Background: an optimization exercise with open tools, aiming at small area. Do not read the settings as production practice.
Function was checked by simulation only, so behaviour that the tests miss may differ from the original.
Power and IR drop assume default switching activity.

--- flow/design.v ---
module fetch_btb #(
  parameter int ENTRIES = 16
) (
  input  logic        clk,
  input  logic        rst_n,
  input  logic [63:0] lookup_pc,
  output logic        taken,
  output logic [63:3] target,
  input  logic        upd,
  input  logic [63:0] upd_pc,
  input  logic [63:0] upd_target,
  input  logic        upd_taken
);
  localparam int IDX = $clog2(ENTRIES);
  localparam int TB = 3 + IDX;   
  logic [ENTRIES-1:0] mem_valid;
  logic [63:TB] mem_tag    [ENTRIES];
  logic [63:3]  mem_target [ENTRIES];
  logic [1:0]   mem_ctr    [ENTRIES];
  logic [IDX-1:0] li, ui;
  logic [63:TB] rd_tag, ur_tag;
  logic [1:0] rd_ctr, ur_ctr, ur_ctr_next;
  logic hit, u_hit;
  logic [ENTRIES-1:0] lsel, usel;
  logic [63:3] target_r;
  always_comb begin
    li = lookup_pc[3 +: IDX];
    ui = upd_pc[3 +: IDX];
    rd_tag = '0; rd_ctr = '0; target_r = '0; ur_tag = '0; ur_ctr = '0;
    for (int i = 0; i < ENTRIES; i++) begin
      lsel[i] = li == IDX'(i);
      usel[i] = ui == IDX'(i);
      rd_tag = rd_tag | ({(64-TB){lsel[i]}} & mem_tag[i]);
      rd_ctr = rd_ctr | ({2{lsel[i]}} & mem_ctr[i]);
      target_r = target_r | ({61{lsel[i]}} & mem_target[i]);
      ur_tag = ur_tag | ({(64-TB){usel[i]}} & mem_tag[i]);
      ur_ctr = ur_ctr | ({2{usel[i]}} & mem_ctr[i]);
    end
    target = target_r;
    hit = mem_valid[li] && rd_tag == lookup_pc[63:TB];
    u_hit = mem_valid[ui] && ur_tag == upd_pc[63:TB];
    taken = hit && rd_ctr[1];
    if (u_hit)
      ur_ctr_next = upd_taken ? (ur_ctr == 2'b11 ? ur_ctr : ur_ctr + 2'd1)
                              : (ur_ctr == 2'b00 ? ur_ctr : ur_ctr - 2'd1);
    else
      ur_ctr_next = 2'b10;
  end
  always_ff @(posedge clk or negedge rst_n) begin
    if (!rst_n) mem_valid <= '0;
    else if (upd && upd_taken) mem_valid[ui] <= 1'b1;
  end
  always_ff @(posedge clk) begin
    if (upd && upd_taken) begin
      mem_tag[ui] <= upd_pc[63:TB];
      mem_target[ui] <= upd_target[63:3];
    end
    if (upd && (u_hit || upd_taken)) mem_ctr[ui] <= ur_ctr_next;
  end
endmodule
module fetch
#(
  parameter logic [63:0] RESET_VECTOR = 64'h0,
  parameter int BTB_ENTRIES = 16,
  parameter int FIFO_DEPTH = 2
) (
  input  logic        clk,
  input  logic        rst_n,
  input  logic        stall_in,
  input  logic        flush_in,
  input  logic [63:0] redirect_pc_in,
  input  logic        btb_update_in,
  input  logic [63:0] btb_update_pc_in,
  input  logic [63:0] btb_update_target_in,
  input  logic        btb_update_taken_in,
  output logic        imem_req_valid_out,
  input  logic        imem_req_ready_in,
  output logic [63:0] imem_addr_out,
  input  logic        imem_resp_valid_in,
  input  logic [63:0] imem_resp_data_in,
  output logic        valid_out,
  output logic        bubble_out,
  output logic [63:0] pc_out,
  output logic [63:0] instr_out,
  output logic        branch_predicted_taken_out
);
  logic [63:3] fetch_pc, btb_target;
  logic outstanding, drop, btb_taken, req_fire, push, pop;
  logic [1:0] head, tail, out_slot, head_inc, tail_inc, tail_nxt;
  logic [1:0] count;
  logic [63:3] slot_pc    [3];
  logic [63:0] slot_instr [3];
  logic [2:0]  slot_pred;
  fetch_btb #(.ENTRIES(BTB_ENTRIES)) u_btb (
    .clk       (clk),
    .rst_n     (rst_n),
    .lookup_pc ({fetch_pc, 3'b000}),
    .taken     (btb_taken),
    .target    (btb_target),
    .upd       (btb_update_in),
    .upd_pc    (btb_update_pc_in),
    .upd_target(btb_update_target_in),
    .upd_taken (btb_update_taken_in)
  );
  always_comb begin
    head_inc = head == 2'd2 ? 2'd0 : head + 2'd1;
    tail_inc = tail == 2'd2 ? 2'd0 : tail + 2'd1;
    out_slot = head == 2'd0 ? 2'd2 : head - 2'd1;
    count = tail == head ? 2'd0 : tail == head_inc ? 2'd1 : 2'd2;
    pop = !stall_in && count != 2'd0;
    imem_req_valid_out = rst_n && !flush_in && (!outstanding || imem_resp_valid_in) &&
      ({1'b0, count} - {2'b0, pop} + {2'b0, outstanding} < 3'd2);
    imem_addr_out = {fetch_pc, 3'b000};
    req_fire = imem_req_valid_out && imem_req_ready_in;
    push = imem_resp_valid_in && outstanding && !drop && !flush_in;
    tail_nxt = push ? tail_inc : tail;
    bubble_out = !valid_out;
    pc_out = {slot_pc[out_slot], 3'b000};
    instr_out = slot_instr[out_slot];
    branch_predicted_taken_out = slot_pred[out_slot];
  end
  always_ff @(posedge clk or negedge rst_n) begin
    if (!rst_n) begin
      fetch_pc <= RESET_VECTOR[63:3];
      outstanding <= 1'b0;
      drop <= 1'b0;
      head <= 2'd0;
      tail <= 2'd0;
      valid_out <= 1'b0;
    end else if (flush_in) begin
      fetch_pc <= redirect_pc_in[63:3];
      outstanding <= outstanding && !imem_resp_valid_in;
      drop <= outstanding && !imem_resp_valid_in;
      head <= 2'd0;
      tail <= 2'd0;
      valid_out <= 1'b0;
    end else begin
      if (imem_resp_valid_in && outstanding) begin
        outstanding <= 1'b0;
        drop <= 1'b0;
      end
      if (req_fire) begin
        outstanding <= 1'b1;
        fetch_pc <= btb_taken ? btb_target : fetch_pc + 61'd1;
      end
      tail <= tail_nxt;
      if (pop) head <= head_inc;
      if (!stall_in) valid_out <= pop;
    end
  end
  always_ff @(posedge clk) begin
    if (req_fire) begin
      slot_pc[tail_nxt] <= fetch_pc;
      slot_pred[tail_nxt] <= btb_taken;
    end
    if (push) slot_instr[tail] <= imem_resp_data_in;
  end
endmodule
--- flow/run.sh ---
#!/bin/bash
# synth_recipe.tcl (not shown) runs the flow's synth.tcl, then flattens the netlist and writes it again
# the make line also repeats each setting of config.mk as NAME=value (left out here)
make -C /OpenROAD-flow-scripts/flow DESIGN_CONFIG=/design/flow/config.mk WORK_HOME=/design/flow/orfs CLKGATE_MAP_FILE= SYNTH_SCRIPT=/design/flow/synth_recipe.tcl finish
--- flow/config.mk ---
export PLATFORM = sky130hd
export DESIGN_NAME = fetch
export DESIGN_NICKNAME = fetch
export VERILOG_FILES = /design/flow/design.v
export SDC_FILE = /design/flow/constraint.sdc
export NUM_CORES = 4
export LEC_CHECK = 0
export CAP_MARGIN = 20
export CORE_MARGIN = 2
export CORE_UTILIZATION = 30
export SLEW_MARGIN = 20
--- flow/constraint.sdc ---
create_clock -name core_clock -period 7.5 [get_ports {clk}]
set_input_delay 1.5000 -clock core_clock [delete_from_list [all_inputs] [get_ports {clk}]]
set_output_delay 1.5000 -clock core_clock [all_outputs]
set_load 0.01 [all_outputs]
==> results of run 1 <==
cells in the final DEF, fill, tap and decap left out, types with 131 or more instances in the layout:
cell type / instances
sky130_fd_sc_hd__nand3_1: 131
sky130_fd_sc_hd__buf_4: 247
sky130_fd_sc_hd__nor2_1: 209
sky130_fd_sc_hd__mux2i_1: 269
sky130_fd_sc_hd__a22oi_1: 338
sky130_fd_sc_hd__clkbuf_16: 240
sky130_fd_sc_hd__o21ai_0: 154
sky130_fd_sc_hd__nand2_1: 199
sky130_fd_sc_hd__a221oi_1: 370
sky130_fd_sc_hd__edfxtp_1: 2298
sky130_fd_sc_hd__clkdlybuf4s50_1: 440
sky130_fd_sc_hd__a21oi_1: 242
sky130_fd_sc_hd__a22o_1: 305
cell type report:
cell class	count	share of cell area (%)
Antenna cell	48	0.103
Clock buffer	298	5.44
Inverter	34	0.110
Multi-Input combinational cell	3333	21.5
Clock inverter	130	1.05
Timing Repair Buffer	735	6.18
Tap cell	4325	4.64
Sequential cell	2382	60.9
flip-flops by register name (all words and copies together) (netlist names):
register          count
head                  2
outstanding           1
u_btb.mem_ctr        32
valid_out             1
u_btb.mem_target    976
tail                  2
u_btb.mem_tag       912
drop                  1
slot_instr          192
u_btb.mem_valid      16
fetch_pc             61
slot_pc             183
slot_pred             3
worst max-delay path, stage by stage:
cell	delay, ns
sky130_fd_sc_hd__clkdlybuf4s50_1	0.63
sky130_fd_sc_hd__inv_1	0.25
sky130_fd_sc_hd__ha_4	0.60
sky130_fd_sc_hd__and2_1	0.39
sky130_fd_sc_hd__buf_4	0.40
sky130_fd_sc_hd__a221o_1	0.23
sky130_fd_sc_hd__nor2_1	0.08
sky130_fd_sc_hd__o21a_1	0.20
sky130_fd_sc_hd__nor4_1	0.42
sky130_fd_sc_hd__nand4_1	0.24
sky130_fd_sc_hd__or4_1	0.74
sky130_fd_sc_hd__or4_4	0.58
sky130_fd_sc_hd__a21boi_2	0.19
sky130_fd_sc_hd__buf_4	0.17
sky130_fd_sc_hd__and3_1	0.21
where the power goes:
group	leakage (uW)	internal, uW	switching [uW]
Clock	0.00372	6680	5110
Combinational	0.0114	1230	2600
Sequential	0.0217	14800	290
Total	0.0369	22700	8000
logic make-up after synthesis:
group	Yosys count
muxes	345
xor gates and xnor gates	146
AOI/OAI and AO/OA	1907
buffers and inverters	544
and+or+nand+nor	912
other	1
DFF	2382
adders and majority gates	17
path summary, 6_finish.rpt:
path / startpoint / to / slack, ns
worst max-delay path: btb_update_pc_in[4] / u_btb.mem_ctr[15][1] / 1.13
max in group asynchronous: rst_n / fetch_pc[5] / 5.37
min in group asynchronous: rst_n / fetch_pc[39] / 0.72
worst min-delay path: u_btb.mem_valid[12] / u_btb.mem_valid[12] / 0.48
worst max register to register: fetch_pc[3] / slot_pred[2] / 1.22
worst min register to register: u_btb.mem_valid[12] / u_btb.mem_valid[12] / 0.48
metal layers:
metal / up-vias / global-route usage (%)
met4: 36 / 15.7
met2: 5599 / 34.6
li1: 27000 / -
met5: - / 0
met3: 1147 / 6.89
met1: 34700 / 28.3
cell usage after synthesis (99+ instances only):
cell	count
sky130_fd_sc_hd__a22oi_1	338
sky130_fd_sc_hd__edfxtp_1	2298
sky130_fd_sc_hd__buf_2	152
sky130_fd_sc_hd__a22o_1	305
sky130_fd_sc_hd__a221oi_1	370
sky130_fd_sc_hd__a222oi_1	124
sky130_fd_sc_hd__o21ai_0	155
sky130_fd_sc_hd__nor2_1	224
sky130_fd_sc_hd__nand3_1	131
sky130_fd_sc_hd__a21oi_1	242
sky130_fd_sc_hd__mux2i_1	269
sky130_fd_sc_hd__nand2_1	200
sky130_fd_sc_hd__buf_1	99
sky130_fd_sc_hd__clkbuf_1	234
stage by stage:
| stage | utilization (%) | setup TNS (ns) | setup WS (ns) |
|---|---|---|---|
| after floorplan | - | -1923.42 | -1.47 |
| after global placement | 33.6 | 0 | 0.498 |
| after detailed placement | 33.6 | 0 | 0.448 |
| after CTS | 35.9 | 0 | 1.27 |
| after global routing | 35.9 | 0 | 1.10 |
| final | 35.9 | 0 | 1.13 |
==> implementation parameters, run 1 <==
Parameter                              Value

GRT
  Vias in the first global route ... ~64000
  Global Route Usage Sum ... a little under a quarter
  Pin count of the biggest net entering global routing ... 103
  Final global-route overflow total ... 0
  Initial antenna violation count ... 77
  First-pass GRT wire length ... about 540000 um

Synthesis
  Post-Synth Simple-Gate Area ... 4.67%
  Area share of the leading cell type in the synthesized netlist ... 70.3%
  Synthesized instance count ... 6254
  Share of cell area taken by muxes after synthesis ... between 3 and 4%
  Mean area per synthesized cell ... about 16 sq um
  Synth Area in Compound Gates ... roughly 15%
  Number of unique standard cell types used by synthesis ... 81
  Area leader, netlist ... sky130_fd_sc_hd__edfxtp_1
  Cell area after technology mapping ... between 0.09 and 0.1 sq mm
  Dominant cells by area after synthesis ... sky130_fd_sc_hd__edfxtp_1, sky130_fd_sc_hd__a221oi_1, sky130_fd_sc_hd__mux2i_1, sky130_fd_sc_hd__a22o_1, sky130_fd_sc_hd__a22oi_1
  Count of state elements after synthesis ... about 2400
  Largest family of logic cells by synthesized area ... compound AO/OA/AOI/OAI gates
  Post-Synth Adder-Cell Area ... 0.217%
  Post-Synth XOR/XNOR Area ... 1.30%
  Syn. warnings ... 2
  Seq/Total Area, Yosys ... around 72%
  Number of flops mapped to enable cells by yosys ... 2298
  Most frequently used flop master after synthesis ... sky130_fd_sc_hd__edfxtp_1
  Ys async rst share ... 3.53%

Timing
  Max frequency ... 0.157 GHz
  Worst clock skew on the final layout ... slightly above 0.1 ns
  Normalized max-slew margin ... between 15 and 20%
  Number of hold violations in the final report ... 0
  Actual slew at the worst max-slew pin ... roughly 1.3 ns
  Post-route clock period utilization ... 84.9%
  Number of max-slew violations in the final report ... 0
  Hold slack ... between 0.4 and 0.5 ns
  Final worst path period need ... roughly 6.4 ns
  Setup-failing EPs final ... 0
  Unrepaired setup endpoints after global routing ... false

Setup path
  WP data required ... ~8.1 ns
  Data arrival time of the critical path ... between 6 and 7 ns
  CP endpoint kind ... flop
  Critical Setup Path Class ... in2reg
  Worst Path Max Fanout ... 34
  Critical Path Start Type ... input pin
  Number of cells on the worst reg-to-reg path ... 14

Finish
  # fillers ... between 30000 and 40000
  Area taken by flip-flops and latches ... about 0.071 sq mm
  Post-layout instance area ... ~0.12 sq mm
  Fraction of final layout cells sized beyond drive strength 1 ... a little under an eighth
  Layout net count ... 7005
  Synthesis-to-layout area growth ... 18.9%
  Finished Layout Cells ... 11300
  Combined area of the multi-input logic cells ... roughly 0.025 sq mm

Route
  Number of vias per cell after detailed routing ... 6.07
  Overall routed net length ... about 400000 um
  Total DRC errors in the routed layout ... 0
  Via count ... slightly below 70000
  Pre-antenna DRT Iters ... 10
  Antenna violation net count after detailed routing ... 0
  Met3 layer wire length in the routed design ... 52400 um
  Wire per inst ... roughly 35 um
  Total length of routed met2 wires ... 174000 um
  First DRT Iteration DRCs ... roughly 12000
  Routed metal-1 wirelength ... ~140000 um
  Uppermost layer routed ... met5

Clock tree
  Number of clock buffers inserted by TritonCTS ... around 240
  Post-CTS setup repair buffer count ... 0
  Clock tree from TritonCTS ... built
  Bufs on Longest Clock Path ... 4
  Post-CTS Hold Fix Bufs ... 0
  Clk slew on worst S/H paths ... roughly 0.06 ns
  Root buffer cell ... sky130_fd_sc_hd__clkbuf_16
  Number of clock sinks ... 2382
  Clock latency reported for the late side of the worst-skew pair ... 0.96 ns
  Count of instances resized after the clock tree is built ... 0
  Depth of the CTS H-tree ... 4

Floorplan
  Die width ... 576 um
  IO Pins ... 460
  Y dimension of the die ... 576 um
  Die area ... 0.332 sq mm
  Initial Utilization ... 30.2%
  Rows ... roughly 210
  Core area ... between 0.3 and 0.4 sq mm

Power
  Pwr/cell area ... 263 mW/mm^2
  Overall power consumption ... between 30000 and 40000 uW
  Cell leakage power ... 0.0369 uW
  IR Drop Worst-Case VDD ... a little under 0.0002 V

Placement
  Quantity of I/O buffers inserted on ports ... roughly 440
  Post-Place Cells ... roughly 11000
  Placed Instance Area ... between 0.1 and 0.15 sq mm
  Weighted congestion at the end of routability-driven global placement ... about 0.94
  Post-DP HPWL ... between 200000 and 250000 um

Status
  Run status ... timing/DRC/antenna clean

Job
  Max-Cap Viols ... 0

Worst hold path
  Class of the most critical hold timing path ... reg2reg
  Hold Path Stages ... 1
==> inputs of run 2 (changes only) <==
==> flow/flow/run.sh (new file) <==
#!/bin/bash
# The standard layout, with two changes made through ORFS variables:
# - port buffers use the smallest buffer cell (every port still gets one);
# - CTS builds larger sink clusters and inserts no dummy balancing loads.
set -euo pipefail
bash standard.sh \
  "BUFFER_PORTS_ARGS=-buffer_cell sky130_fd_sc_hd__buf_1" \
  "CTS_ARGS=-sink_clustering_enable -repair_clock_nets -dont_use_dummy_load -sink_clustering_size 30 -sink_clustering_max_diameter 80" \
  finish > flow_make.log 2>&1
==> flow/standard.sh (new file) <==
#!/bin/bash
# synth_recipe.tcl (not shown) runs the flow's synth.tcl, then flattens the netlist and writes it again
# the make line also repeats each setting of config.mk as NAME=value (left out here)
make -C /OpenROAD-flow-scripts/flow DESIGN_CONFIG=/design/flow/config.mk WORK_HOME=/design/flow/orfs CLKGATE_MAP_FILE= SYNTH_SCRIPT=/design/flow/synth_recipe.tcl "${@:-finish}"
--- a/flow/config.mk
+++ b/flow/config.mk
@@ -7,5 +7,5 @@
 export LEC_CHECK = 0
 export CAP_MARGIN = 20
 export CORE_MARGIN = 2
-export CORE_UTILIZATION = 30
+export CORE_UTILIZATION = 50
 export SLEW_MARGIN = 20
removed: flow/run.sh
==> implementation parameters, run 2 <==
Parameter                              Value

Setup path
  Number of cells on the worst reg-to-reg path ... 16 (+2)
  Setup slack of the worst register-to-register path ... 1.64 ns (+0.42 ns)
  Data arrival time of the critical path ... 6.63 ns (-0.32 ns)
  R2R Path Start ... fetch_pc[3]
  Worst Path Max Fanout ... 35 (+2.9%)
  CP endpoint kind ... flop
  Capturing point of the worst reg2reg path ... fetch_pc[40]
  Critical Setup Path Class ... in2reg
  WP data required ... 7.98 ns (-0.10 ns)
  Start point of the critical path ... btb_update_pc_in[6]
  Destination of the critical timing path ... u_btb.mem_ctr[11][1]
  Critical Path Start Type ... input pin

Route
  Number of vias per cell after detailed routing ... 7.20 (+19%)
  Via count ... 66600 (-2.8%)
  First DRT Iteration DRCs ... 12100 (-3.3%)
  Overall routed net length ... 361000 um (-9.2%)
  Total DRC errors in the routed layout ... 0 (unchanged)
  Antenna violation net count after detailed routing ... 0 (unchanged)
  Pre-antenna DRT Iters ... 13 (+3)
  Wire per inst ... 39.0 um (+11%)

Synthesis
  Area share of the leading cell type in the synthesized netlist ... 70.3% (unchanged)
  Ys async rst share ... 3.53% (unchanged)
  Synthesized instance count ... 6254 (unchanged)
  Mean area per synthesized cell ... 15.7 sq um (unchanged)
  Number of flops mapped to enable cells by yosys ... 2298 (unchanged)
  Count of state elements after synthesis ... 2382 (unchanged)
  Seq/Total Area, Yosys ... 72.5% (unchanged)
  Most frequently used flop master after synthesis ... sky130_fd_sc_hd__edfxtp_1
  Syn. warnings ... 2 (unchanged)
  Number of unique standard cell types used by synthesis ... 81 (unchanged)
  Most frequent cells after synthesis ... sky130_fd_sc_hd__edfxtp_1, sky130_fd_sc_hd__a221oi_1, sky130_fd_sc_hd__a22oi_1
  Area leader, netlist ... sky130_fd_sc_hd__edfxtp_1
  Top-count cell post-synth ... sky130_fd_sc_hd__edfxtp_1
  Dominant cells by area after synthesis ... sky130_fd_sc_hd__edfxtp_1, sky130_fd_sc_hd__a221oi_1, sky130_fd_sc_hd__mux2i_1, sky130_fd_sc_hd__a22o_1, sky130_fd_sc_hd__a22oi_1
  Cell area after technology mapping ... 0.0981 sq mm (unchanged)

Finish
  # fillers ... 15700 (-49%)
  Post-layout instance area ... 0.107 sq mm (-8.4%)
  Utilization after layout ... 54.8% (+19 points)
  Layout net count ... 6860 (-2.1%)
  Synthesis-to-layout area growth ... 8.93%
  Fraction of final layout cells sized beyond drive strength 1 ... 8.41% (-3.1 points)
  Most used cells in the layout excluding fill and tap cells ... sky130_fd_sc_hd__edfxtp_1, sky130_fd_sc_hd__buf_1, sky130_fd_sc_hd__a221oi_1
  Area taken by flip-flops and latches ... 0.0711 sq mm (unchanged)
  Largest registers ... u_btb.mem_target (976), u_btb.mem_tag (912), slot_instr (192)
  Top register by number of flip-flops ... u_btb.mem_target
  Largest register FFs ... 976 (unchanged)
  Combined area of the multi-input logic cells ... 0.0251 sq mm (about the same)
  Most common library cell in the layout ignoring fill and taps ... sky130_fd_sc_hd__edfxtp_1

GRT
  Pin count of the biggest net entering global routing ... 105 (+1.9%)
  First-pass GRT wire length ... 491000 um (-8.6%)
  Global Route Usage Sum ... 35.1% (+12 points)
  Initial antenna violation count ... 79 (+2.6%)
  Final global-route overflow total ... 0 (unchanged)
  Vias in the first global route ... 62100 (-3.8%)

Power
  IR Drop Worst-Case VDD ... 0.000184 V (-7.1%)
  Cell leakage power ... 0.0332 uW (-9.9%)
  Pwr/cell area ... 239 mW/mm^2 (-9.3%)

Clock tree
  Root buffer cell ... sky130_fd_sc_hd__clkbuf_16
  Number of clock sinks ... 2382 (unchanged)
  Clock latency reported for the late side of the worst-skew pair ... 0.81 ns (-0.15 ns)
  Post-CTS setup repair buffer count ... 0 (unchanged)
  Bufs on Longest Clock Path ... 3 (-1)
  Clock tree from TritonCTS ... built
  Clk slew on worst S/H paths ... 0.08 ns (+0.02 ns)
  Number of clock buffers inserted by TritonCTS ... 118 (-50%)
  Count of instances resized after the clock tree is built ... 0 (unchanged)
  Post-CTS Hold Fix Bufs ... 0 (unchanged)
  Depth of the CTS H-tree ... 3 (-1)

Timing
  Worst clock skew on the final layout ... 0.0905 ns (-0.0113 ns)
  Final worst path period need ... 6.15 ns (-0.214 ns)
  Max frequency ... 0.163 GHz (+3.5%)
  Summed negative setup slack over all endpoints ... 0 ns (unchanged)
  Normalized max-slew margin ... 16.4% (+0.85 points)
  Setup-failing EPs final ... 0 (unchanged)
  Post-route worst setup slack ... 1.35 ns (+0.214 ns)
  Post-route clock period utilization ... 82.0% (-2.8 points)
  Unrepaired setup endpoints after global routing ... false
  Number of hold violations in the final report ... 0 (unchanged)
  Actual slew at the worst max-slew pin ... 1.25 ns (-0.0182 ns)
  Number of max-slew violations in the final report ... 0 (unchanged)

Placement
  Quantity of I/O buffers inserted on ports ... 444 (unchanged)
  Post-DP HPWL ... 215000 um (-9.8%)
  Weighted congestion at the end of routability-driven global placement ... 0.960 (+1.9%)
  Setup WS pre-CTS ... 0.898 ns (+0.450 ns)
  Placed Instance Area ... 0.104 sq mm (-4.8%)

Floorplan
  Y dimension of the die ... 447 um (-22%)
  IO Pins ... 460 (unchanged)
  Die area ... 0.200 sq mm (-40%)
  Initial Utilization ... 50.3% (+20 points)
  Core area ... 0.195 sq mm (-40%)
  Rows ... 162 (-22%)
  Die width ... 447 um (-22%)

Status
  Run status ... timing/DRC/antenna clean

Job
  Max-Cap Viols ... 0 (unchanged)

Worst hold path
  Class of the most critical hold timing path ... reg2reg
[run 2: layout make-up]
cell class | count | area share (%)
Timing Repair Buffer | 710 | 3.89
Inverter | 34 | 0.119
Antenna cell | 44 | 0.103
Tap cell | 2624 | 3.07
Clock buffer | 118 | 2.76
Sequential cell | 2382 | 66.5
Multi-Input combinational cell | 3333 | 23.5
[run 2: cell families (layout without fill, tap and decap cells)]
logic type,Yosys count,in the layout,share of synthesized area (%)
xor gates and xnor gates,146,146,1.30
DFF,2382,2382,72.5
AOI/OAI and AO/OA,1907,1907,15.0
adders and majority gates,17,17,0.217
buffers and inverters,544,862,2.40
and+or+nand+nor,912,912,4.67
other,1,50,0.00382
muxes,345,345,3.92
[run 2: layer usage]
| metal | up-vias | wire (um) | track usage (%) |
|---|---|---|---|
| met5 | - | 232 | 0 |
| met4 | 38 | 23500 | 19.6 |
| met3 | 989 | 48900 | 10.3 |
| met2 | 5100 | 155000 | 51.1 |
| met1 | 33900 | 133000 | 47.2 |
| li1 | 26500 | - | - |
[run 2: worst min-delay path by stage]
stage                        start             endpoint  depth (start not counted)
3_3_place_gp   u_btb.mem_valid[15]  u_btb.mem_valid[15]                          1
3_5_place_dp    u_btb.mem_valid[5]   u_btb.mem_valid[5]                          1
2_1_floorplan  u_btb.mem_valid[10]  u_btb.mem_valid[10]                          1
4_1_cts         u_btb.mem_valid[3]   u_btb.mem_valid[3]                          1
5_1_grt        u_btb.mem_valid[12]  u_btb.mem_valid[12]                          1
6_report        u_btb.mem_valid[5]   u_btb.mem_valid[5]                          1
[run 2: report_power, final]
| group | switching, uW | internal, uW | leakage (uW) |
|---|---|---|---|
| Clock | 4010 | 2790 | 0.00145 |
| Combinational | 2630 | 1040 | 0.0100 |
| Sequential | 261 | 14800 | 0.0217 |
| Total | 6900 | 18600 | 0.0332 |
[run 2: metrics by stage]
stage	hold WS, ns	cells	total power [uW]
4_1_cts	0.479	9201	25400
5_1_grt	0.497	9233	26000
6_report	0.474	9245	25500
3_3_place_gp	0.455	9080	18800
2_1_floorplan	0.439	6259	17000
3_5_place_dp	0.462	9083	18900
[run 2: critical path, stage by stage]
cell and delay, ns:
sky130_fd_sc_hd__clkbuf_4 0.51, sky130_fd_sc_hd__buf_4 0.43, sky130_fd_sc_hd__buf_4 0.48, sky130_fd_sc_hd__mux2_2 0.39, sky130_fd_sc_hd__a222oi_1 0.25, sky130_fd_sc_hd__a21oi_1 0.13, sky130_fd_sc_hd__a211oi_2 0.24, sky130_fd_sc_hd__xnor2_1 0.11
sky130_fd_sc_hd__nor4_1 0.71, sky130_fd_sc_hd__buf_4 0.23, sky130_fd_sc_hd__nand4_1 0.11, sky130_fd_sc_hd__or4_4 0.60, sky130_fd_sc_hd__a21boi_2 0.52, sky130_fd_sc_hd__and3_1 0.29
==> inputs of run 3 (changes only) <==
==> flow/flow/run.sh (replaced) <==
#!/bin/bash
# The standard layout (standard.sh), with these changes made through ORFS variables:
# - synthesis maps logic with an area-recovering ABC script (flow/synth_area.tcl);
# - port buffers use the smallest buffer cell (every port still gets one);
# - CTS builds larger sink clusters and inserts no dummy balancing loads.
# make's full output goes to flow_make.log here; ORFS keeps each tool's log under orfs/logs/.
set -euo pipefail
here=$(pwd)
export AREA_ABC_SCRIPT=$here/flow/area.abc
export FLOW_SYNTH_TCL=$here/synth_recipe.tcl
bash standard.sh \
  "SYNTH_SCRIPT=$here/flow/synth_area.tcl" \
  "BUFFER_PORTS_ARGS=-buffer_cell sky130_fd_sc_hd__buf_1" \
  "CTS_ARGS=-sink_clustering_enable -repair_clock_nets -dont_use_dummy_load -sink_clustering_size 30 -sink_clustering_max_diameter 80" \
  finish > flow_make.log 2>&1
==> flow/flow/area.abc (new file) <==
&get -n
&st
&dch
&nf -R 1000
&st
&dch -f
&nf -R 1000
&st
&dch -f
&nf -R 1000
&put
==> flow/flow/synth_area.tcl (new file) <==
# The standard flow's synthesis (synth_recipe.tcl, sourced unchanged), except that its one abc call maps with
# an area-recovering ABC script (flow/area.abc) in place of ORFS's speed script. Flip-flops are
# mapped by dfflibmap before abc runs, so the registers are those of the standard synthesis.
proc abc {args} {
  set i [lsearch -exact $args -script]
  if { $i >= 0 } { lset args [expr { $i + 1 }] $::env(AREA_ABC_SCRIPT) }
  yosys abc {*}$args
}
source $::env(FLOW_SYNTH_TCL)
==> implementation parameters, run 3 <==
Parameter                              Value

Synthesis
  Syn. warnings ... 2 (unchanged)
  Most frequently used flop master after synthesis ... sky130_fd_sc_hd__edfxtp_1
  Area share of the leading cell type in the synthesized netlist ... 75.0% (+4.7 points)
  Number of unique standard cell types used by synthesis ... 52 (-36%)
  Top-count cell post-synth ... sky130_fd_sc_hd__edfxtp_1
  Number of flops mapped to enable cells by yosys ... 2298 (unchanged)
  Cell area after technology mapping ... 0.0920 sq mm (-6.2%)
  Seq/Total Area, Yosys ... 77.3% (+4.8 points)
  Most frequent cells after synthesis ... sky130_fd_sc_hd__edfxtp_1, sky130_fd_sc_hd__a22oi_1, sky130_fd_sc_hd__a222oi_1
  Area leader, netlist ... sky130_fd_sc_hd__edfxtp_1
  Count of state elements after synthesis ... 2382 (unchanged)
  Ys async rst share ... 3.53% (unchanged)
  Mean area per synthesized cell ... 16.9 sq um (+7.9%)
  Dominant cells by area after synthesis ... sky130_fd_sc_hd__edfxtp_1, sky130_fd_sc_hd__a22oi_1, sky130_fd_sc_hd__a222oi_1, sky130_fd_sc_hd__dfrtp_1, sky130_fd_sc_hd__nand4_1
  Synthesized instance count ... 5437 (-13%)

Worst hold path
  Min-delay src ... u_btb.mem_valid[5]
  Class of the most critical hold timing path ... reg2reg
  WHS Endpoint ... u_btb.mem_valid[5]
  Hold Path Stages ... 1 (unchanged)

Finish
  Combined area of the multi-input logic cells ... 0.0209 sq mm (-17%)
  Area taken by flip-flops and latches ... 0.0711 sq mm (about the same)
  Most common library cell in the layout ignoring fill and taps ... sky130_fd_sc_hd__edfxtp_1
  Top register by number of flip-flops ... u_btb.mem_target
  Largest register FFs ... 976 (unchanged)
  # fillers ... 14400 (-8.4%)
  Largest registers ... u_btb.mem_target (976), u_btb.mem_tag (912), slot_instr (192)
  Fraction of final layout cells sized beyond drive strength 1 ... 6.86% (-1.5 points)
  Most used cells in the layout excluding fill and tap cells ... sky130_fd_sc_hd__edfxtp_1, sky130_fd_sc_hd__a22oi_1, sky130_fd_sc_hd__buf_1
  Synthesis-to-layout area growth ... 11.2%
  Layout net count ... 6522 (-4.9%)

Power
  IR Drop Worst-Case VDD ... 0.000197 V (+7.2%)
  Overall power consumption ... 24700 uW (-3.3%)
  Pwr/cell area ... 241 mW/mm^2 (+0.99%)
  Cell leakage power ... 0.0310 uW (-6.7%)

Clock tree
  Number of clock buffers inserted by TritonCTS ... 114 (-3.4%)
  Depth of the CTS H-tree ... 3 (unchanged)
  Root buffer cell ... sky130_fd_sc_hd__clkbuf_16
  Clk slew on worst S/H paths ... 0.06 ns (-0.02 ns)
  Bufs on Longest Clock Path ... 3 (unchanged)
  Count of instances resized after the clock tree is built ... 0 (unchanged)
  Post-CTS setup repair buffer count ... 0 (unchanged)
  Number of clock sinks ... 2382 (unchanged)
  Post-CTS Hold Fix Bufs ... 0 (unchanged)
  Clock tree from TritonCTS ... built
  Clock latency reported for the late side of the worst-skew pair ... 0.83 ns (+0.02 ns)

Setup path
  Cell seen most often among critical-path stages ... sky130_fd_sc_hd__buf_4
  WP data required ... 7.97 ns (about the same)
  Critical Setup Path Class ... in2reg
  Setup slack of the worst register-to-register path ... 1.06 ns (-0.58 ns)
  Largest stage delay on the critical path ... 0.89 ns (+0.18 ns)
  R2R Path Start ... fetch_pc[4]
  Number of cells on the worst reg-to-reg path ... 18 (+2)
  Worst Path Max Fanout ... 34 (-2.9%)
  Combined buffer and inverter count along the critical path ... 5 (+1)
  Cell with the largest stage delay on the worst path ... sky130_fd_sc_hd__nor4_1
  Data arrival time of the critical path ... 7.72 ns (+1.09 ns)
  Critical Path Start Type ... input pin
  Capturing point of the worst reg2reg path ... fetch_pc[25]
  CP endpoint kind ... flop
  Delay-heaviest family, CP ... simple AND/OR/NAND/NOR gates
  CP cell instances ... buf_1 -> nor2b_1 -> and2_4 -> buf_12 -> a222oi_1 -> nand4_1 -> nor2_1 -> xor2_1 -> buf_4 -> o2111ai_1 -> nor4_1 -> nand4_1 -> nor4_1 -> buf_4 -> o21ai_0 -> buf_4 -> nor2_1

Timing
  Worst clock skew on the final layout ... 0.0866 ns (-0.00394 ns)
  Setup-failing EPs final ... 0 (unchanged)
  Max frequency ... 0.138 GHz (-15%)
  Actual slew at the worst max-slew pin ... 1.19 ns (-0.0570 ns)
  Normalized max-slew margin ... 20.4% (+4.0 points)
  Summed negative setup slack over all endpoints ... 0 ns (unchanged)
  Unrepaired setup endpoints after global routing ... false
  Number of hold violations in the final report ... 0 (unchanged)
  Post-route clock period utilization ... 96.7% (+15 points)
  Final worst path period need ... 7.25 ns (+1.10 ns)
  Number of max-slew violations in the final report ... 0 (unchanged)

Placement
  Weighted congestion at the end of routability-driven global placement ... 0.978 (+1.9%)
  Quantity of I/O buffers inserted on ports ... 444 (unchanged)
  Post-DP HPWL ... 194000 um (-10%)

GRT
  First-pass GRT wire length ... 461000 um (-6.1%)
  Initial antenna violation count ... 58 (-27%)
  Vias in the first global route ... 59300 (-4.4%)
  Global Route Usage Sum ... 35.3% (+0.20 points)
  Final global-route overflow total ... 0 (unchanged)
  Pin count of the biggest net entering global routing ... 149 (+42%)

Job
  Max-Cap Viols ... 0 (unchanged)

Route
  Overall routed net length ... 339000 um (-5.9%)
  Wire per inst ... 38.8 um (-0.45%)
  Uppermost layer routed ... met5
  Total length of routed met2 wires ... 150000 um (-3.3%)
  Total DRC errors in the routed layout ... 0 (unchanged)
  Antenna violation net count after detailed routing ... 0 (unchanged)
  Pre-antenna DRT Iters ... 14 (+1)
  Routed metal-1 wirelength ... 121000 um (-8.7%)
  Via count ... 63300 (-5.0%)
  Met3 layer wire length in the routed design ... 45900 um (-6.1%)
  First DRT Iteration DRCs ... 13700 (+14%)
  Number of vias per cell after detailed routing ... 7.24 (+0.50%)

Floorplan
  Initial Utilization ... 50.3% (about the same)
  IO Pins ... 460 (unchanged)
  Rows ... 157 (-3.1%)
  Die area ... 0.187 sq mm (-6.2%)
  Core area ... 0.183 sq mm (-6.2%)
  Y dimension of the die ... 433 um (-3.1%)
  Die width ... 433 um (-3.1%)

Status
  Run status ... timing/DRC/antenna clean
-- run 3: cell count changes in the layout (fill, tap and decap cells not counted), moves of 112 or more --
cell,previous run,this run
sky130_fd_sc_hd__nand4_1,98,210
sky130_fd_sc_hd__a221oi_1,369,107
sky130_fd_sc_hd__a22o_1,305,113
sky130_fd_sc_hd__mux2i_1,269,128
sky130_fd_sc_hd__a222oi_1,124,363
sky130_fd_sc_hd__a22oi_1,338,638
-- run 3: worst register-to-register path: cells and delay by family, from the launching register on --
kind                       cells  cell delay [ns]
and+or+nand+nor               10             3.07
AOI/OAI and AO/OA              3             0.47
DFF                            1             0.91
adders and majority gates      1             0.44
buffers and inverters          4             1.40
-- run 3: cell type report --
class	count	share of cell area, %
flip-flops and latches	2382	69.5
multi-input cells	2984	20.5
repair buffers	689	3.94
well taps	2464	3.01
clock buffers	114	2.79
inverters	70	0.257
diodes	39	0.0953
-- run 3: per-layer routing --
layer	vias up	global-route usage, %
met2	5462	53.2
met1	31700	47.2
met5	-	0.260
met3	1073	8.87
li1	25000	-
met4	22	19.4
-- run 3: how the worst max path moves through the flow --
stage	startpoint	endpoint	slack (ns)	cells after the start
detailed placement	btb_update_pc_in[5]	u_btb.mem_ctr[15][1]	0.13	17
CTS	btb_update_pc_in[5]	u_btb.mem_ctr[15][0]	0.94	17
global route	btb_update_pc_in[5]	u_btb.mem_ctr[13][0]	0.27	17
finish	btb_update_pc_in[5]	u_btb.mem_ctr[13][0]	0.25	17
global placement	btb_update_pc_in[5]	u_btb.mem_ctr[15][0]	0.17	17
floorplan	btb_update_pc_in[4]	u_btb.mem_tag[13][0]	0.0002	4
-- run 3: logic make-up after synthesis --
logic type	synth area share, %
other cells	0.00408
compound gates	13.9
flops	77.3
xor+xnor	0.847
simple gates	5.86
buf+inv	0.334
mux	1.59
fa+ha+maj	0.231
-- run 3: per-stage QoR --
stage / utilization (%) / instance area, sq um / cells / hold slack [ns] / setup slack, ns
after global placement: 54.3 / 99400 / 8587 / 0.459 / 0.173
after detailed placement: 54.4 / 99400 / 8589 / 0.469 / 0.134
after global routing: 56.0 / 102000 / 8737 / 0.502 / 0.265
final: 56.0 / 102000 / 8742 / 0.483 / 0.250
after floorplan: - / 92100 / 5442 / 0.439 / 0.000226
after CTS: 55.9 / 102000 / 8703 / 0.480 / 0.937
-- run 3: power by group --
part	switching [uW]	internal (uW)	leakage, uW	total (uW)
Combinational	2130	844	0.00786	2970
Sequential	272	14800	0.0217	15100
Clock	3930	2700	0.00141	6630
==> inputs of run 4 (changes only) <==
--- a/flow/config.mk
+++ b/flow/config.mk
@@ -7,5 +7,5 @@
 export LEC_CHECK = 0
 export CAP_MARGIN = 20
 export CORE_MARGIN = 2
-export CORE_UTILIZATION = 50
+export CORE_UTILIZATION = 70
 export SLEW_MARGIN = 20
==> implementation parameters, run 4 <==
Parameter                              Value

Power
  Pwr/cell area ... 240 mW/mm^2 (-0.64%)
  IR Drop Worst-Case VDD ... 0.000288 V (+46%)
  Internal power consumption ... 18000 uW (-1.8%)
  Net switching fraction of the power ... 25.3% (-0.29 points)
  Proportion of power drawn by the clock network ... 25.4% (-1.4 points)
  Overall power consumption ... 24200 uW (-2.1%)
  Cell leakage power ... 0.0307 uW (-1.1%)
  Proportion of power drawn by combinational gates ... 12.1% (about the same)
  Switching power ... 6130 uW (-3.2%)
  Sequential cell fraction of total power ... 62.5% (+1.4 points)

Setup path
  Largest stage delay on the critical path ... 0.76 ns (-0.13 ns)
  Delay-heaviest family, CP ... simple AND/OR/NAND/NOR gates
  WP data required ... 7.90 ns (-0.07 ns)
  Combined buffer and inverter count along the critical path ... 4 (-1)
  Critical Path Start Type ... input pin
  Cell with the largest stage delay on the worst path ... sky130_fd_sc_hd__and2_4
  Worst Path Max Fanout ... 31 (-8.8%)
  Start point of the critical path ... btb_update_pc_in[5]
  Setup slack of the worst register-to-register path ... 1.05 ns (about the same)
  Data arrival time of the critical path ... 7.11 ns (-0.61 ns)
  R2R Path Start ... fetch_pc[5]
  Critical Setup Path Class ... in2reg
  CP endpoint kind ... flop
  CP cell instances ... buf_1 -> nor2b_1 -> and2_4 -> buf_12 -> a22oi_1 -> nand4_1 -> nor2_1 -> xor2_1 -> o2111ai_1 -> nor4_1 -> nand4_1 -> nor4_1 -> buf_4 -> o21ai_0 -> buf_4 -> nor2_1

Floorplan
  Core area ... 0.131 sq mm (-28%)
  Rows ... 133 (-15%)
  Die area ... 0.134 sq mm (-28%)
  Initial Utilization ... 70.3% (+20 points)
  Y dimension of the die ... 367 um (-15%)
  IO Pins ... 460 (unchanged)
  Die width ... 367 um (-15%)

GRT
  First-pass GRT wire length ... 440000 um (-4.7%)
  Initial antenna violation count ... 49 (-16%)
  Final global-route overflow total ... 0 (unchanged)
  Global Route Usage Sum ... 46.4% (+11 points)
  Pin count of the biggest net entering global routing ... 112 (-25%)
  Vias in the first global route ... 60800 (+2.6%)

Route
  Wire per inst ... 39.7 um (+2.2%)
  First DRT Iteration DRCs ... 17400 (+27%)
  Overall routed net length ... 317000 um (-6.6%)
  Pre-antenna DRT Iters ... 13 (-1)
  Via count ... 64800 (+2.4%)
  Number of vias per cell after detailed routing ... 8.11 (+12%)
  Total DRC errors in the routed layout ... 0 (unchanged)
  Antenna violation net count after detailed routing ... 0 (unchanged)

Synthesis
  Number of flops mapped to enable cells by yosys ... 2298 (unchanged)
  Most frequent cells after synthesis ... sky130_fd_sc_hd__edfxtp_1, sky130_fd_sc_hd__a22oi_1, sky130_fd_sc_hd__a222oi_1
  Top-count cell post-synth ... sky130_fd_sc_hd__edfxtp_1
  Area leader, netlist ... sky130_fd_sc_hd__edfxtp_1
  Dominant cells by area after synthesis ... sky130_fd_sc_hd__edfxtp_1, sky130_fd_sc_hd__a22oi_1, sky130_fd_sc_hd__a222oi_1, sky130_fd_sc_hd__dfrtp_1, sky130_fd_sc_hd__nand4_1
  Count of state elements after synthesis ... 2382 (unchanged)
  Seq/Total Area, Yosys ... 77.3% (unchanged)
  Ys async rst share ... 3.53% (unchanged)
  Area share of the leading cell type in the synthesized netlist ... 75.0% (unchanged)
  Number of unique standard cell types used by synthesis ... 52 (unchanged)
  Synthesized instance count ... 5437 (unchanged)
  Mean area per synthesized cell ... 16.9 sq um (unchanged)
  Most frequently used flop master after synthesis ... sky130_fd_sc_hd__edfxtp_1
  Syn. warnings ... 2 (unchanged)
  Cell area after technology mapping ... 0.0920 sq mm (unchanged)

Timing
  Final worst path period need ... 6.71 ns (-0.544 ns)
  Post-route worst setup slack ... 0.794 ns (+0.544 ns)
  Number of max-slew violations in the final report ... 0 (unchanged)
  Actual slew at the worst max-slew pin ... 1.32 ns (+0.133 ns)
  Post-route clock period utilization ... 89.4% (-7.2 points)
  Setup-failing EPs final ... 0 (unchanged)
  Normalized max-slew margin ... 11.7% (-8.7 points)
  Unrepaired setup endpoints after global routing ... false
  Max frequency ... 0.149 GHz (+8.1%)
  Summed negative setup slack over all endpoints ... 0 ns (unchanged)
  Worst clock skew on the final layout ... 0.0809 ns (-0.00575 ns)
  Number of hold violations in the final report ... 0 (unchanged)

Finish
  Synthesis-to-layout area growth ... 9.56%
  Finished Layout Cells ... 7985 (-8.7%)
  Largest registers ... u_btb.mem_target (976), u_btb.mem_tag (912), slot_instr (192)
  Layout net count ... 6479 (-0.66%)
  # fillers ... 7587 (-47%)
  Most common library cell in the layout ignoring fill and taps ... sky130_fd_sc_hd__edfxtp_1
  Top register by number of flip-flops ... u_btb.mem_target
  Combined area of the multi-input logic cells ... 0.0209 sq mm (about the same)
  Fraction of final layout cells sized beyond drive strength 1 ... 6.20% (-0.66 points)
  Area taken by flip-flops and latches ... 0.0711 sq mm (unchanged)
  Most used cells in the layout excluding fill and tap cells ... sky130_fd_sc_hd__edfxtp_1, sky130_fd_sc_hd__a22oi_1, sky130_fd_sc_hd__buf_1
  Largest register FFs ... 976 (unchanged)
  Utilization after layout ... 77.0% (+21 points)

Clock tree
  Depth of the CTS H-tree ... 3 (unchanged)
  Root buffer cell ... sky130_fd_sc_hd__clkbuf_16
  Clk slew on worst S/H paths ... 0.06 ns (about the same)
  Clock latency reported for the late side of the worst-skew pair ... 0.79 ns (-0.04 ns)
  Post-CTS Hold Fix Bufs ... 0 (unchanged)
  Count of instances resized after the clock tree is built ... 0 (unchanged)
  Number of clock sinks ... 2382 (unchanged)
  Post-CTS setup repair buffer count ... 0 (unchanged)
  Number of clock buffers inserted by TritonCTS ... 100 (-12%)
  Bufs on Longest Clock Path ... 3 (unchanged)
  Clock tree from TritonCTS ... built

Worst hold path
  Min-delay src ... u_btb.mem_valid[7]
  Class of the most critical hold timing path ... reg2reg

Job
  Max-Cap Viols ... 0 (unchanged)

Placement
  Weighted congestion at the end of routability-driven global placement ... 0.965 (-1.2%)
  Quantity of I/O buffers inserted on ports ... 444 (unchanged)
  Setup WS pre-CTS ... 0.565 ns (+0.431 ns)
  Post-DP HPWL ... 179000 um (-7.8%)
  Post-Place Cells ... 7851 (-8.6%)

Status
  Run status ... timing/DRC/antenna clean
[run 4: cell count changes in the layout (fill, tap and decap cells not counted), sizes merged]
cell,previous run,this run
buf,687,658
diode,39,34
clkbuf,116,102
[run 4: worst paths after layout]
check                                           end  depth (start not counted)
worst max-delay path            u_btb.mem_ctr[2][0]                         16
worst min-delay path             u_btb.mem_valid[7]                          1
worst max register to register         slot_pred[2]                         16
worst min register to register   u_btb.mem_valid[7]                          1
max in group asynchronous              fetch_pc[23]                          2
min in group asynchronous               outstanding                          1
[run 4: worst register-to-register path, stage by stage (launching register included)]
cell,delay (ns)
sky130_fd_sc_hd__dfrtp_1,0.67
sky130_fd_sc_hd__nor2b_1,0.42
sky130_fd_sc_hd__and2_4,0.83
sky130_fd_sc_hd__buf_4,0.49
sky130_fd_sc_hd__a22oi_1,0.13
sky130_fd_sc_hd__and4_1,0.24
sky130_fd_sc_hd__nand4_1,0.34
sky130_fd_sc_hd__clkinv_1,0.25
sky130_fd_sc_hd__a221o_1,0.35
sky130_fd_sc_hd__nor3_1,0.17
sky130_fd_sc_hd__nand4_1,0.19
sky130_fd_sc_hd__or4_1,0.52
sky130_fd_sc_hd__nor4_4,0.74
sky130_fd_sc_hd__buf_4,0.36
sky130_fd_sc_hd__buf_4,0.21
sky130_fd_sc_hd__nand2_1,0.09
sky130_fd_sc_hd__o31ai_1,0.27
[run 4: kinds of logic after synthesis]
kind of cell,Yosys count,share of synthesized area [%]
DFF,2382,77.3
xor gates and xnor gates,89,0.847
adders and majority gates,17,0.231
and+or+nand+nor,1099,5.86
muxes,136,1.59
other,1,0.00408
AOI/OAI and AO/OA,1637,13.9
buffers and inverters,76,0.334
[run 4: final cells by class]
type	instances	share of cell area (%)
diodes	34	0.0844
clock buffers	100	2.48
inverters	70	0.261
multi-input cells	2984	20.7
flip-flops and latches	2382	70.5
well taps	1755	2.18
repair buffers	660	3.72
[run 4: metrics by stage]
stage	cell area (sq um)	hold slack (ns)
floorplan	92100	0.439
finish	101000	0.481
global route	101000	0.511
global placement	98200	0.455
detailed placement	98200	0.464
CTS	101000	0.478
[run 4: routing by layer]
metal / track usage, % / part of all wire (%) / routed length [um] / up-vias
li1: - / - / - / 25000
met1: 63.3 / 32 / 101000 / 30900
met2: 64.9 / 42 / 132000 / 7391
met3: 19.7 / 20 / 63700 / 1455
met4: 23.2 / 6.4 / 20200 / 30
met5: 0 / 0.067 / 211 / -
[run 4: power groups by stage]
stage | sequential [uW] | clock [uW] | combinational (uW)
CTS | 15100 | 6100 | 2730
global placement | 15400 | 0 | 2670
floorplan | 15300 | 0 | 1290
global route | 15100 | 6480 | 2950
finish | 15100 | 6150 | 2920
detailed placement | 15400 | 0 | 2710
==> inputs of run 5 (changes only) <==
--- a/flow/design.v
+++ b/flow/design.v
@@ -44,7 +44,7 @@
       ur_ctr_next = upd_taken ? (ur_ctr == 2'b11 ? ur_ctr : ur_ctr + 2'd1)
                               : (ur_ctr == 2'b00 ? ur_ctr : ur_ctr - 2'd1);
     else
-      ur_ctr_next = 2'b10;
+      ur_ctr_next = upd_taken ? 2'b10 : ur_ctr;
   end
   always_ff @(posedge clk or negedge rst_n) begin
     if (!rst_n) mem_valid <= '0;
@@ -55,7 +55,7 @@
       mem_tag[ui] <= upd_pc[63:TB];
       mem_target[ui] <= upd_target[63:3];
     end
-    if (upd && (u_hit || upd_taken)) mem_ctr[ui] <= ur_ctr_next;
+    if (upd) mem_ctr[ui] <= ur_ctr_next;
   end
 endmodule
 module fetch
==> flow/flow/area.abc (replaced) <==
&get -n
&st
&dc2
&dch -f
&nf -R 1000 -C 32
&st
&dc2
&dch -f
&nf -R 1000 -C 32
&st
&dch -f
&nf -R 1000 -C 32
&put
==> implementation parameters, run 5 <==
Parameter                              Value

Status
  Run status ... timing/DRC/antenna clean

Floorplan
  Core area ... 0.129 sq mm (-1.1%)
  Initial Utilization ... 70.6% (+0.33 points)
  Die width ... 365 um (-0.33%)
  IO Pins ... 460 (unchanged)
  Y dimension of the die ... 365 um (-0.33%)
  Rows ... 132 (-0.75%)
  Die area ... 0.133 sq mm (-0.65%)

GRT
  Final global-route overflow total ... 0 (unchanged)
  Pin count of the biggest net entering global routing ... 209 (+87%)
  Vias in the first global route ... 61200 (+0.71%)
  Global Route Usage Sum ... 48.2% (+1.7 points)
  First-pass GRT wire length ... 446000 um (+1.5%)
  Initial antenna violation count ... 58 (+18%)

Route
  Wire per inst ... 41.2 um (+3.7%)
  Number of vias per cell after detailed routing ... 8.26 (+1.8%)
  Total DRC errors in the routed layout ... 0 (unchanged)
  First DRT Iteration DRCs ... 18000 (+3.6%)
  Via count ... 65300 (+0.81%)
  Overall routed net length ... 325000 um (+2.7%)
  Pre-antenna DRT Iters ... 14 (+1)
  Antenna violation net count after detailed routing ... 0 (unchanged)

Finish
  Area taken by flip-flops and latches ... 0.0711 sq mm (unchanged)
  Fraction of final layout cells sized beyond drive strength 1 ... 6.73% (+0.53 points)
  Synthesis-to-layout area growth ... 9.82%
  # fillers ... 7504 (-1.1%)
  Largest register FFs ... 976 (unchanged)
  Most common library cell in the layout ignoring fill and taps ... sky130_fd_sc_hd__edfxtp_1
  Layout net count ... 6408 (-1.1%)
  Finished Layout Cells ... 7905 (-1.0%)
  Utilization after layout ... 77.5% (+0.55 points)
  Top register by number of flip-flops ... u_btb.mem_target
  Most used cells in the layout excluding fill and tap cells ... sky130_fd_sc_hd__edfxtp_1, sky130_fd_sc_hd__a222oi_1, sky130_fd_sc_hd__a22oi_1
  Combined area of the multi-input logic cells ... 0.0204 sq mm (-2.5%)
  Post-layout instance area ... 0.100 sq mm (-0.42%)
  Largest registers ... u_btb.mem_target (976), u_btb.mem_tag (912), slot_instr (192)

Setup path
  WP data required ... 8.13 ns (+0.23 ns)
  CP endpoint kind ... flop
  Number of cells on the worst reg-to-reg path ... 15 (-1)
  Capturing point of the worst reg2reg path ... fetch_pc[31]
  Critical Path Start Type ... flop
  Worst Path Max Fanout ... 38 (+23%)
  R2R Path Start ... fetch_pc[3]
  Data arrival time of the critical path ... 7.49 ns (+0.38 ns)
  Setup slack of the worst register-to-register path ... 0.64 ns (-0.41 ns)
  Critical Setup Path Class ... reg2reg

Synthesis
  Number of flops mapped to enable cells by yosys ... 2298 (unchanged)
  Area leader, netlist ... sky130_fd_sc_hd__edfxtp_1
  Synthesized instance count ... 5341 (-1.8%)
  Count of state elements after synthesis ... 2382 (unchanged)
  Ys async rst share ... 3.53% (unchanged)
  Seq/Total Area, Yosys ... 77.8% (+0.51 points)
  Area share of the leading cell type in the synthesized netlist ... 75.5% (+0.50 points)
  Mean area per synthesized cell ... 17.1 sq um (+1.1%)
  Top-count cell post-synth ... sky130_fd_sc_hd__edfxtp_1
  Dominant cells by area after synthesis ... sky130_fd_sc_hd__edfxtp_1, sky130_fd_sc_hd__a222oi_1, sky130_fd_sc_hd__a22oi_1, sky130_fd_sc_hd__dfrtp_1, sky130_fd_sc_hd__nand4_1
  Most frequent cells after synthesis ... sky130_fd_sc_hd__edfxtp_1, sky130_fd_sc_hd__a222oi_1, sky130_fd_sc_hd__a22oi_1
  Most frequently used flop master after synthesis ... sky130_fd_sc_hd__edfxtp_1
  Number of unique standard cell types used by synthesis ... 58 (+12%)
  Syn. warnings ... 2 (unchanged)
  Cell area after technology mapping ... 0.0914 sq mm (-0.66%)

Timing
  Actual slew at the worst max-slew pin ... 1.26 ns (-0.0692 ns)
  Setup-failing EPs final ... 0 (unchanged)
  Summed negative setup slack over all endpoints ... 0 ns (unchanged)
  Worst clock skew on the final layout ... 0.0545 ns (-0.0263 ns)
  Number of max-slew violations in the final report ... 0 (unchanged)
  Number of hold violations in the final report ... 0 (unchanged)
  Unrepaired setup endpoints after global routing ... false
  Normalized max-slew margin ... 16.3% (+4.6 points)
  Max frequency ... 0.146 GHz (-2.2%)
  Final worst path period need ... 6.86 ns (+0.153 ns)
  Post-route clock period utilization ... 91.5% (+2.0 points)

Clock tree
  Depth of the CTS H-tree ... 3 (unchanged)
  Post-CTS Hold Fix Bufs ... 0 (unchanged)
  Number of clock sinks ... 2382 (unchanged)
  Clock tree from TritonCTS ... built
  Bufs on Longest Clock Path ... 3 (unchanged)
  Clk slew on worst S/H paths ... 0.11 ns (+0.05 ns)
  Number of clock buffers inserted by TritonCTS ... 98 (-2.0%)
  Root buffer cell ... sky130_fd_sc_hd__clkbuf_16
  Post-CTS setup repair buffer count ... 0 (unchanged)
  Count of instances resized after the clock tree is built ... 0 (unchanged)
  Clock latency reported for the late side of the worst-skew pair ... 0.78 ns (about the same)

Placement
  Post-DP HPWL ... 187000 um (+4.4%)
  Quantity of I/O buffers inserted on ports ... 444 (unchanged)
  Placed Instance Area ... 0.0978 sq mm (-0.42%)
  Post-Place Cells ... 7768 (-1.1%)
  Weighted congestion at the end of routability-driven global placement ... 0.964 (-0.19%)

Worst hold path
  Hold Path Stages ... 1 (unchanged)
  Class of the most critical hold timing path ... reg2reg
  WHS Endpoint ... u_btb.mem_valid[6]
  Min-delay src ... u_btb.mem_valid[6]

Job
  Max-Cap Viols ... 0 (unchanged)

Power
  IR Drop Worst-Case VDD ... 0.000241 V (-16%)
  Cell leakage power ... 0.0308 uW (+0.30%)
  Pwr/cell area ... 242 mW/mm^2 (+1.0%)
## run 5: cell types whose count changed in the layout (fill, tap and decap cells not counted), moves of 34 or more
cell                       change
sky130_fd_sc_hd__o21ai_0      +47
sky130_fd_sc_hd__nand2_1      +54
sky130_fd_sc_hd__a22o_1       -52
sky130_fd_sc_hd__a222oi_1    +139
sky130_fd_sc_hd__a22oi_1     -146
sky130_fd_sc_hd__a21oi_1      -34
sky130_fd_sc_hd__a221oi_1     -50
sky130_fd_sc_hd__clkinv_1     -48
## run 5: worst max path at each step
stage | startpoint | to | cells after the start
4_1_cts | fetch_pc[3] | fetch_pc[4] | 16
3_3_place_gp | btb_update_pc_in[3] | u_btb.mem_ctr[9][1] | 15
3_5_place_dp | btb_update_pc_in[4] | u_btb.mem_ctr[11][1] | 15
6_report | fetch_pc[3] | fetch_pc[31] | 15
2_1_floorplan | fetch_pc[3] | fetch_pc[33] | 17
5_1_grt | fetch_pc[3] | fetch_pc[4] | 16
## run 5: cell families after synthesis
| family | share of synthesized area, % |
|---|---|
| fa+ha+maj | 0.233 |
| flops | 77.8 |
| mux | 1.57 |
| xor+xnor | 0.460 |
| other cells | 0.00410 |
| compound gates | 13.8 |
| simple gates | 6.00 |
| buf+inv | 0.144 |
## run 5: layout make-up
class	instances	area share, %
Sequential cell	2382	70.8
Inverter	23	0.0860
Timing Repair Buffer	687	4.05
Tap cell	1742	2.17
Clock buffer	98	2.44
Multi-Input combinational cell	2935	20.3
Antenna cell	38	0.0947
## run 5: power breakdown
| group | leakage, uW | internal [uW] | switching (uW) | total, uW |
|---|---|---|---|---|
| logic | 0.00783 | 840 | 2240 | 3080 |
| registers | 0.0217 | 14800 | 261 | 15100 |
| clock network | 0.00121 | 2350 | 3790 | 6140 |
| total | 0.0308 | 18000 | 6300 | 24300 |
## run 5: metal layers
metal	share of wire (%)	up-vias	track usage (%)
met4	7.1	52	26.4
met5	0.13	-	0.763
met2	41	7650	67.0
li1	-	24900	-
met3	20	1637	22.5
met1	31	31100	63.2
## run 5: critical path: stages, from the launching register on
cell,delay (ns)
sky130_fd_sc_hd__dfrtp_1,0.83
sky130_fd_sc_hd__clkinv_1,0.27
sky130_fd_sc_hd__ha_1,0.31
sky130_fd_sc_hd__and2_4,0.36
sky130_fd_sc_hd__buf_4,0.42
sky130_fd_sc_hd__a222oi_1,0.45
sky130_fd_sc_hd__nand3_1,0.11
sky130_fd_sc_hd__nor2_1,0.64
sky130_fd_sc_hd__o22ai_1,0.18
sky130_fd_sc_hd__nor4_1,0.18
sky130_fd_sc_hd__nor4b_1,0.64
sky130_fd_sc_hd__nand3_1,0.16
sky130_fd_sc_hd__or4_4,0.75
sky130_fd_sc_hd__nor3_1,0.87
sky130_fd_sc_hd__a311oi_1,0.11
sky130_fd_sc_hd__a221o_1,0.30
## run 5: metrics by stage
| step | worst slack, ns | power (uW) | hold slack, ns |
|---|---|---|---|
| finish | 0.641 | 24300 | 0.494 |
| global placement | 0.846 | 18100 | 0.461 |
| floorplan | 0.0341 | 16600 | 0.450 |
| CTS | 1.00 | 24000 | 0.493 |
| detailed placement | 0.837 | 18200 | 0.472 |
| global route | 0.569 | 24700 | 0.511 |
==> inputs of run 6 (changes only) <==
--- a/flow/design.v
+++ b/flow/design.v
@@ -84,13 +84,15 @@
   output logic [63:0] instr_out,
   output logic        branch_predicted_taken_out
 );
+  localparam int PW = $clog2(FIFO_DEPTH);
   logic [63:3] fetch_pc, btb_target;
   logic outstanding, drop, btb_taken, req_fire, push, pop;
-  logic [1:0] head, tail, out_slot, head_inc, tail_inc, tail_nxt;
-  logic [1:0] count;
-  logic [63:3] slot_pc    [3];
-  logic [63:0] slot_instr [3];
-  logic [2:0]  slot_pred;
+  logic [PW-1:0] rd_ptr, wr_ptr, wr_ptr_nxt;
+  logic [PW:0] count;
+  logic [63:3] fifo_pc    [FIFO_DEPTH];
+  logic [63:0] fifo_instr [FIFO_DEPTH];
+  logic        fifo_pred  [FIFO_DEPTH];
+  logic [63:3] out_pc;
   fetch_btb #(.ENTRIES(BTB_ENTRIES)) u_btb (
     .clk       (clk),
     .rst_n     (rst_n),
@@ -103,36 +105,32 @@
     .upd_taken (btb_update_taken_in)
   );
   always_comb begin
-    head_inc = head == 2'd2 ? 2'd0 : head + 2'd1;
-    tail_inc = tail == 2'd2 ? 2'd0 : tail + 2'd1;
-    out_slot = head == 2'd0 ? 2'd2 : head - 2'd1;
-    count = tail == head ? 2'd0 : tail == head_inc ? 2'd1 : 2'd2;
-    pop = !stall_in && count != 2'd0;
+    pop = !stall_in && count != '0;
     imem_req_valid_out = rst_n && !flush_in && (!outstanding || imem_resp_valid_in) &&
-      ({1'b0, count} - {2'b0, pop} + {2'b0, outstanding} < 3'd2);
+      (count - (PW+1)'(pop) + (PW+1)'(outstanding) < (PW+1)'(FIFO_DEPTH));
     imem_addr_out = {fetch_pc, 3'b000};
     req_fire = imem_req_valid_out && imem_req_ready_in;
     push = imem_resp_valid_in && outstanding && !drop && !flush_in;
-    tail_nxt = push ? tail_inc : tail;
+    wr_ptr_nxt = push ? wr_ptr + 1'b1 : wr_ptr;
     bubble_out = !valid_out;
-    pc_out = {slot_pc[out_slot], 3'b000};
-    instr_out = slot_instr[out_slot];
-    branch_predicted_taken_out = slot_pred[out_slot];
+    pc_out = {out_pc, 3'b000};
   end
   always_ff @(posedge clk or negedge rst_n) begin
     if (!rst_n) begin
       fetch_pc <= RESET_VECTOR[63:3];
       outstanding <= 1'b0;
       drop <= 1'b0;
-      head <= 2'd0;
-      tail <= 2'd0;
+      rd_ptr <= '0;
+      wr_ptr <= '0;
+      count <= '0;
       valid_out <= 1'b0;
     end else if (flush_in) begin
       fetch_pc <= redirect_pc_in[63:3];
       outstanding <= outstanding && !imem_resp_valid_in;
       drop <= outstanding && !imem_resp_valid_in;
-      head <= 2'd0;
-      tail <= 2'd0;
+      rd_ptr <= '0;
+      wr_ptr <= '0;
+      count <= '0;
       valid_out <= 1'b0;
     end else begin
       if (imem_resp_valid_in && outstanding) begin
@@ -143,16 +141,22 @@
         outstanding <= 1'b1;
         fetch_pc <= btb_taken ? btb_target : fetch_pc + 61'd1;
       end
-      tail <= tail_nxt;
-      if (pop) head <= head_inc;
+      wr_ptr <= wr_ptr_nxt;
+      if (pop) rd_ptr <= rd_ptr + 1'b1;
+      count <= count + (PW+1)'(push) - (PW+1)'(pop);
       if (!stall_in) valid_out <= pop;
     end
   end
   always_ff @(posedge clk) begin
     if (req_fire) begin
-      slot_pc[tail_nxt] <= fetch_pc;
-      slot_pred[tail_nxt] <= btb_taken;
+      fifo_pc[wr_ptr_nxt] <= fetch_pc;
+      fifo_pred[wr_ptr_nxt] <= btb_taken;
     end
-    if (push) slot_instr[tail] <= imem_resp_data_in;
+    if (push) fifo_instr[wr_ptr] <= imem_resp_data_in;
+    if (pop) begin
+      out_pc <= fifo_pc[rd_ptr];
+      instr_out <= fifo_instr[rd_ptr];
+      branch_predicted_taken_out <= fifo_pred[rd_ptr];
+    end
   end
 endmodule
--- a/flow/flow/run.sh
+++ b/flow/flow/run.sh
@@ -11,5 +11,5 @@
 bash standard.sh \
   "SYNTH_SCRIPT=$here/flow/synth_area.tcl" \
   "BUFFER_PORTS_ARGS=-buffer_cell sky130_fd_sc_hd__buf_1" \
-  "CTS_ARGS=-sink_clustering_enable -repair_clock_nets -dont_use_dummy_load -sink_clustering_size 30 -sink_clustering_max_diameter 80" \
+  "CTS_ARGS=-sink_clustering_enable -repair_clock_nets -dont_use_dummy_load -sink_clustering_size 24 -sink_clustering_max_diameter 80" \
   finish > flow_make.log 2>&1
==> implementation parameters, run 6 <==
Parameter                              Value

Status
  Run status ... timing/DRC/antenna clean

Synthesis
  Top-count cell post-synth ... sky130_fd_sc_hd__edfxtp_1
  Area share of the leading cell type in the synthesized netlist ... 76.0% (+0.50 points)
  Count of state elements after synthesis ... 2382 (unchanged)
  Area leader, netlist ... sky130_fd_sc_hd__edfxtp_1
  Seq/Total Area, Yosys ... 78.3% (+0.52 points)
  Synthesized instance count ... 5170 (-3.2%)
  Syn. warnings ... 2 (unchanged)
  Cell area after technology mapping ... 0.0908 sq mm (-0.66%)
  Number of unique standard cell types used by synthesis ... 54 (-6.9%)

Clock tree
  Clk slew on worst S/H paths ... 0.10 ns (about the same)
  Bufs on Longest Clock Path ... 3 (unchanged)
  Post-CTS setup repair buffer count ... 0 (unchanged)
  Number of clock buffers inserted by TritonCTS ... 111 (+13%)
  Clock latency reported for the late side of the worst-skew pair ... 0.78 ns (about the same)
  Count of instances resized after the clock tree is built ... 0 (unchanged)
  Number of clock sinks ... 2382 (unchanged)

Finish
  Largest registers ... u_btb.mem_target (976), u_btb.mem_tag (912), fifo_instr (128)
  Synthesis-to-layout area growth ... 9.84% (about the same)
  Most common library cell in the layout ignoring fill and taps ... sky130_fd_sc_hd__edfxtp_1
  Top register by number of flip-flops ... u_btb.mem_target

Timing
  Actual slew at the worst max-slew pin ... 1.26 ns (+0.00364 ns)
  Summed negative setup slack over all endpoints ... 0 ns (unchanged)
  Number of hold violations in the final report ... 0 (unchanged)
  Normalized max-slew margin ... 15.7% (-0.55 points)
  Unrepaired setup endpoints after global routing ... false
  Post-route worst setup slack ... 0.765 ns (+0.124 ns)
  Number of max-slew violations in the final report ... 0 (unchanged)

Worst hold path
  WHS Endpoint ... u_btb.mem_valid[2]
  Hold Path Stages ... 1 (unchanged)
  Class of the most critical hold timing path ... reg2reg

GRT
  Final global-route overflow total ... 0 (unchanged)
  Global Route Usage Sum ... 47.3% (-0.83 points)
  M2 GR Usage ... 66.6% (-0.41 points)
  Vias in the first global route ... 60000 (-1.9%)
  Met1 GRT Util ... 63.6% (+0.43 points)

Setup path
  Worst Path Max Fanout ... 22 (-42%)
  CP endpoint kind ... flop
  Number of cells on the worst reg-to-reg path ... 16 (+1)
  Critical Path Start Type ... flop

Floorplan
  Die width ... 364 um (-0.33%)
  Y dimension of the die ... 364 um (-0.33%)
  IO Pins ... 460 (unchanged)

Route
  Antenna violation net count after detailed routing ... 0 (unchanged)
  Wire per inst ... 41.2 um (+0.17%)
  First DRT Iteration DRCs ... 18000 (-0.51%)

Power
  Cell leakage power ... 0.0307 uW (-0.10%)

Placement
  Weighted congestion at the end of routability-driven global placement ... 0.979 (+1.6%)
  Post-DP HPWL ... 181000 um (-3.1%)
==> run 6: changes by cell type in the layout (fill, tap and decap cells not counted), moves of 29 or more <==
| cell | before | now |
|---|---|---|
| sky130_fd_sc_hd__nand2_1 | 322 | 397 |
| sky130_fd_sc_hd__buf_4 | 198 | 165 |
| sky130_fd_sc_hd__a21oi_1 | 190 | 73 |
| sky130_fd_sc_hd__o21ai_0 | 118 | 71 |
| sky130_fd_sc_hd__mux2i_1 | 125 | 0 |
| sky130_fd_sc_hd__clkinv_1 | 22 | 51 |
| sky130_fd_sc_hd__nor2_1 | 319 | 179 |
| sky130_fd_sc_hd__mux2_1 | 0 | 126 |
==> run 6: worst max path at each step <==
stage | start | end | depth (start not counted)
global placement | btb_update_pc_in[4] | u_btb.mem_ctr[0][1] | 16
floorplan | stall_in | fetch_pc[16] | 9
detailed placement | btb_update_pc_in[4] | u_btb.mem_ctr[5][1] | 16
CTS | fetch_pc[3] | fetch_pc[61] | 16
finish | fetch_pc[3] | fetch_pc[61] | 16
global route | fetch_pc[3] | fetch_pc[61] | 16
==> run 6: metrics by stage <==
step | instance area [sq um] | power, uW | cells
2_1_floorplan | 90800 | 18200 | 5175
3_3_place_gp | 96900 | 20600 | 7561
3_5_place_dp | 96900 | 20700 | 7561
4_1_cts | 99600 | 26800 | 7672
5_1_grt | 99700 | 27700 | 7687
6_report | 99700 | 27200 | 7703
==> run 6: routing by layer <==
layer / wire (um) / vias to the layer above
met5: 305 / -
met4: 21400 / 32
met3: 63800 / 1504
met2: 132000 / 7537
met1: 99800 / 30500
li1: - / 24200
==> run 6: final cells by class <==
| cell class | instances | area (sq um) |
|---|---|---|
| timing repair buffer | 651 | 3750 |
| antenna | 30 | 75.1 |
| sequential | 2382 | 71100 |
| fill | 7442 | 29400 |
| multi-input combinational | 2734 | 19600 |
| tap | 1742 | 2180 |
| inverter | 53 | 204 |
| clock buffer | 111 | 2780 |
==> run 6: worst max-delay path, delay by kind of cell (launching register included) <==
kind	cells	cell delay, ns
simple gates	12	4.52
compound gates	3	0.93
flops	1	0.73
fa+ha+maj	1	0.40
==> run 6: cells by family (layout without fill, tap and decap cells) <==
logic type	after synthesis	count (layout)	share of synthesized area [%]
flip-flops	2382	2382	78.3
AO/OA/AOI/OAI	1429	1429	13.1
buffers and inverters	59	815	0.269
XOR/XNOR	48	48	0.463
AND/OR/NAND/NOR	1104	1104	5.97
adder cells (fa/ha/maj)	13	13	0.179
multiplexers	134	134	1.76
other	1	36	0.00413
==> run 6: report_power, final <==
group          internal (uW)  leakage (uW)  switching, uW
registers              15200        0.0217            512
logic                   1460       0.00762           3550
clock network           2630       0.00137           3840
total                  19300        0.0307           7910
